Context: an optimization exercise on an open-source flow, tuned for small area. The choices shown serve that exercise and are no tape-out recipe.
Where RTL was checked, it was by simulation tests only, not by an equivalence proof against the original.
Power is estimated from default activity; no workload was simulated.

Design transpose_skew_buffer, start of the top module:
module transpose_skew_buffer #(
    parameter int DIM  = 8,
    parameter int BITS = 8,
    parameter int SKEW = 1
) (
    input  logic                     clk,
    input  logic                     rst_n,
    input  logic                     clr,
    input  logic                     wr_valid,
    output logic                     wr_ready,
    input  logic [DIM-1:0][BITS-1:0] wr_data,
    input  logic                     mode,
    input  logic                     en,
    output logic [DIM-1:0][BITS-1:0] Aout,
    output logic                     out_valid,
    output logic                     tile_done,
    output logic                     busy
);
    localparam int LAST = 2*DIM-2;         
    localparam int JW   = DIM;             
    localparam int IW   = (DIM > 1) ? $clog2(DIM) : 1;
    logic [BITS-1:0]          wbuf [DIM][DIM];
    logic [BITS-1:0]          dbuf [DIM][DIM];
    logic [BITS-1:0]          last_reg;
    logic                     mode_reg;
    logic [1:0]               full_reg;
    logic                     wr_bank_reg;
    logic                     rd_bank_reg;
    logic [IW-1:0]            wr_idx_reg;
    logic [JW-1:0]            step0_reg;    
    logic [JW-1:0]            step1_reg;    
    logic [JW-1:0]            step_cur;
    logic                     busy_reg;
    logic                     shown_reg;    
    logic                     out_valid_reg;
    logic                     tile_done_reg;
    function automatic logic jis(input logic [JW-1:0] j, input int s);
        if (s == 0)       jis = !j[JW-1] && !j[0];
        else if (s < JW)  jis =  j[s-1] && !j[s];
        else if (s == JW) jis =  j[JW-1] && j[0];
        else              jis = !j[s-JW-1] && j[s-JW];
    endfunction
    logic                     wr_take;
    logic                     wr_fire;
  ...
Size in the first run: about 1,800 cells after synthesis, ~0.037 mm2 of cells after synthesis.
==> module transpose_skew_buffer, before the edit <==
module transpose_skew_buffer #(
    parameter int DIM  = 8,
    parameter int BITS = 8,
    parameter int SKEW = 1
) (
    input  logic                     clk,
    input  logic                     rst_n,
    input  logic                     clr,
    input  logic                     wr_valid,
    output logic                     wr_ready,
    input  logic [DIM-1:0][BITS-1:0] wr_data,
    input  logic                     mode,
    input  logic                     en,
    output logic [DIM-1:0][BITS-1:0] Aout,
    output logic                     out_valid,
    output logic                     tile_done,
    output logic                     busy
);
    localparam int LAST = 2*DIM-2;         
    localparam int JW   = DIM;             
    localparam int IW   = (DIM > 1) ? $clog2(DIM) : 1;
    logic [BITS-1:0]          wbuf [DIM][DIM];
    logic [BITS-1:0]          dbuf [DIM][DIM];
    logic [BITS-1:0]          last_reg;
    logic                     mode_reg;
    logic [1:0]               full_reg;
    logic                     wr_bank_reg;
    logic                     rd_bank_reg;
    logic [IW-1:0]            wr_idx_reg;
    logic [JW-1:0]            step0_reg;    
    logic [JW-1:0]            step1_reg;    
    logic [JW-1:0]            step_cur;
    logic                     busy_reg;
    logic                     shown_reg;    
    logic                     out_valid_reg;
    logic                     tile_done_reg;
    function automatic logic jis(input logic [JW-1:0] j, input int s);
        if (s == 0)       jis = !j[JW-1] && !j[0];
        else if (s < JW)  jis =  j[s-1] && !j[s];
        else if (s == JW) jis =  j[JW-1] && j[0];
        else              jis = !j[s-JW-1] && j[s-JW];
    endfunction
    logic                     wr_take;
    logic                     wr_fire;
    logic                     drain_fire;
    logic                     last_step;
    logic                     start_idle;
    logic                     start_next;
    logic                     load;
    logic [1:0]               full_set;
    logic [1:0]               full_clr;
    assign wr_take    = wr_valid && !full_reg[wr_bank_reg];
    assign wr_fire    = wr_take && !clr;
    assign drain_fire = busy_reg && en;
    assign step_cur   = step0_reg | step1_reg;
    assign last_step  = jis(step_cur, LAST);
    assign start_idle = !busy_reg && full_reg[rd_bank_reg];
    assign start_next = drain_fire && last_step && full_reg[~rd_bank_reg];
    assign load       = start_idle || start_next;
    assign full_set   = (wr_fire && wr_idx_reg == IW'(DIM-1)) ? (2'b01 << wr_bank_reg) : 2'b00;
    assign full_clr   = (drain_fire && last_step) ? (2'b01 << rd_bank_reg) : 2'b00;
    always_ff @(posedge clk) begin
        for (int r = 0; r < DIM; r++)
            if (wr_take && wr_idx_reg == IW'(r))
                for (int c = 0; c < DIM; c++)
                    wbuf[r][c] <= wr_data[DIM-1-c];
    end
    always_ff @(posedge clk) begin
        if (load) begin
            mode_reg <= mode;
            for (int r = 0; r < DIM; r++)
                for (int c = 0; c < DIM; c++)
                    dbuf[r][c] <= wbuf[r][c];
        end
    end
    always_ff @(posedge clk) begin
        if (drain_fire && last_step)
            last_reg <= dbuf[DIM-1][DIM-1];
    end
    always_ff @(posedge clk or negedge rst_n) begin
        if (!rst_n) begin
            full_reg      <= '0;
            wr_bank_reg   <= 1'b0;
            rd_bank_reg   <= 1'b0;
            wr_idx_reg    <= '0;
            step0_reg     <= '0;
            step1_reg     <= '0;
            busy_reg      <= 1'b0;
            shown_reg     <= 1'b0;
            out_valid_reg <= 1'b0;
            tile_done_reg <= 1'b0;
        end else if (clr) begin
            full_reg      <= '0;
            wr_bank_reg   <= 1'b0;
            rd_bank_reg   <= 1'b0;
            wr_idx_reg    <= '0;
            step0_reg     <= '0;
            step1_reg     <= '0;
            busy_reg      <= 1'b0;
            shown_reg     <= 1'b0;
            out_valid_reg <= 1'b0;
            tile_done_reg <= 1'b0;
        end else begin
            full_reg <= (full_reg & ~full_clr) | full_set;
            if (wr_fire) begin
                wr_idx_reg <= wr_idx_reg + 1'b1;
                if (wr_idx_reg == IW'(DIM-1))
                    wr_bank_reg <= ~wr_bank_reg;
            end
            out_valid_reg <= drain_fire;
            tile_done_reg <= drain_fire && last_step;
            if (start_idle) begin
                busy_reg <= 1'b1;
            end else if (drain_fire) begin
                if (last_step) begin
                    shown_reg   <= 1'b1;
                    rd_bank_reg <= ~rd_bank_reg;
                    step0_reg   <= '0;
                    step1_reg   <= '0;
                    if (!full_reg[~rd_bank_reg])
                        busy_reg <= 1'b0;
                end else begin
                    if (mode_reg)
                        step1_reg <= {step1_reg[JW-2:0], ~step1_reg[JW-1]};
                    else
                        step0_reg <= {step0_reg[JW-2:0], ~step0_reg[JW-1]};
                end
            end
        end
    end
    logic            mid;
    logic [LAST:0]   sel_row;    
    logic [LAST:0]   sel_col;    
    assign mid = step_cur[0] || step_cur[JW-1];
    always_comb begin
        for (int t = 0; t <= LAST; t++) begin
            sel_row[t] = jis(step0_reg, t + 1);
            sel_col[t] = jis(step1_reg, t + 1);
        end
    end
    for (genvar gi = 0; gi < DIM; gi++) begin : g_lane
        logic [BITS-1:0] elem;
        always_comb begin
            elem = '0;
            for (int k = 0; k < DIM; k++) begin
                if (gi + k <= LAST - 1) begin
                    elem = elem | ({BITS{sel_row[gi + k]}} & dbuf[gi][k])
                                | ({BITS{sel_col[gi + k]}} & dbuf[k][gi]);
                end
            end
            if (gi == DIM-1)
                elem = elem | ({BITS{shown_reg && !mid}} & last_reg);
        end
        assign Aout[gi] = elem;
    end
    assign wr_ready  = !full_reg[wr_bank_reg];
    assign out_valid = out_valid_reg;
    assign tile_done = tile_done_reg;
    assign busy      = busy_reg;
endmodule
export LEC_CHECK = 0
export CAP_MARGIN = 20
export CORE_MARGIN = 2
export CORE_UTILIZATION = 65
export CTS_BUF_LIST = sky130_fd_sc_hd__clkbuf_16
export CTS_CLUSTER_DIAMETER = 60
export CTS_CLUSTER_SIZE = 22
export SETUP_SLACK_MARGIN = 0.1
export SLEW_MARGIN = 20
create_clock -name core_clock -period 5.0 [get_ports {clk}]
standard.sh (not shown) runs the stock make flow with config.mk's settings and CLKGATE_MAP_FILE= SYNTH_SCRIPT=/design/flow/synth_recipe.tcl, a recipe that flattens the netlist after the stock synthesis.
==> flow/flow/run.sh <==
#!/bin/bash
# The standard layout (standard.sh) with two changes:
#  - synthesis maps the combinational logic with an area-oriented abc script
#    (flow/synth.tcl wraps synth_recipe.tcl, which is otherwise unchanged);
#  - the port buffers that global placement inserts are made from the smallest buffer
#    instead of the flow's default choice. Every input and output port still gets one.
# Each step's full output is in orfs/logs/ as usual; make's output is in *_flow.log.
set -euo pipefail
cd "$(dirname "$0")/.."
here=$(pwd)
sed -e "s#SYNTH_SCRIPT=[^ ]*#SYNTH_SCRIPT=$here/flow/synth.tcl#" standard.sh > own_synth.sh
bash own_synth.sh synth > synth_flow.log 2>&1
export BUFFER_PORTS_ARGS="-buffer_cell sky130_fd_sc_hd__buf_1"
bash standard.sh > standard_flow.log 2>&1
==> flow/flow/area.abc <==
&get -n
&st
&syn2
&dch
&nf -a -R 1000
&put
==> flow/flow/synth.tcl <==
# The standard flow's synthesis script (synth_recipe.tcl, unchanged), with Yosys's abc pass given an
# area-oriented mapping script (flow/area.abc) in place of ORFS's speed script. Only the
# combinational logic between the registers is mapped by abc; the registers, their names
# and cell types come from the steps before it, as in the standard synthesis.
set ::own_abc_script [file join [file dirname [info script]] area.abc]
proc abc {args} {
  set i [lsearch -exact $args -script]
  if { $i >= 0 } {
    lset args [expr {$i + 1}] $::own_abc_script
  }
  yosys abc {*}$args
}
source [file join [file dirname [file dirname [info script]]] synth_recipe.tcl]
Then changed:
--- a/flow/design.v
+++ b/flow/design.v
@@ -59,19 +59,22 @@
     assign load       = start_idle || start_next;
     assign full_set   = (wr_fire && wr_idx_reg == IW'(DIM-1)) ? (2'b01 << wr_bank_reg) : 2'b00;
     assign full_clr   = (drain_fire && last_step) ? (2'b01 << rd_bank_reg) : 2'b00;
     always_ff @(posedge clk) begin
-        for (int r = 0; r < DIM; r++)
-            if (wr_take && wr_idx_reg == IW'(r))
+        if (wr_take) begin
+            for (int c = 0; c < DIM; c++)
+                wbuf[0][c] <= wr_data[DIM-1-c];
+            for (int r = 1; r < DIM; r++)
                 for (int c = 0; c < DIM; c++)
-                    wbuf[r][c] <= wr_data[DIM-1-c];
+                    wbuf[r][c] <= wbuf[r-1][c];
+        end
     end
     always_ff @(posedge clk) begin
         if (load) begin
             mode_reg <= mode;
             for (int r = 0; r < DIM; r++)
                 for (int c = 0; c < DIM; c++)
-                    dbuf[r][c] <= wbuf[r][c];
+                    dbuf[r][c] <= wbuf[DIM-1-r][c];
         end
     end
     always_ff @(posedge clk) begin
         if (drain_fire && last_step)
=>
- clock power is lower by about 3%
- total power is higher by 0.53%
- global-route usage is lower by 2.8 points
- first-iteration DRC count is lower by 3.9%
- via count is lower by 2.2%
- synthesized cell count is lower by 1.5%
- cell area is lower by 0.54%
- critical path depth is lower by 1
- clock-buffer cell count does not change
- fmax is higher by 0.47%
- worst hold slack loses 0.0036 ns
- non-clock buffer count is higher by 1
- wire length is lower by 8.3%
- register-to-register slack gains 0.37 ns
Function not checked in the second run of this note: the RTL went through the layout flow alone.

==> port drivers added, routing unchanged <==
In the flow no input, the clock included, has a driving cell. The finished layouts below were timed again as built, in two steps. Step 1 (the two cells are an assumption about what drives the block):
set clk [get_ports {clk}]
set_driving_cell -lib_cell sky130_fd_sc_hd__clkbuf_16 $clk
set_driving_cell -lib_cell sky130_fd_sc_hd__buf_2 [delete_from_list [all_inputs] $clk]
Step 2 adds t to the input delays and takes it off the output delays; t is the mean of the earliest and latest rising clock arrival at the registers after step 1. Input paths then give back, and output paths get back, about the clock's delay inside the block. Slacks: ideal ports / drivers / drivers and shift; pairs: ideal ports / drivers.
run | t, ns | slack for setup (ns) | worst register clock-pin slew, ns | worst slew at a driven data input, ns | cell pins on the clock port's net
the first run | 0.714 | 0.652 / 0.587 / 1.302 | 0.09 / 0.09 | 0.10 | 1
the second run | 0.694 | 0.672 / 0.614 / 1.308 | 0.09 / 0.09 | 0.05 | 1
After both steps setup and hold are still met in every run listed.
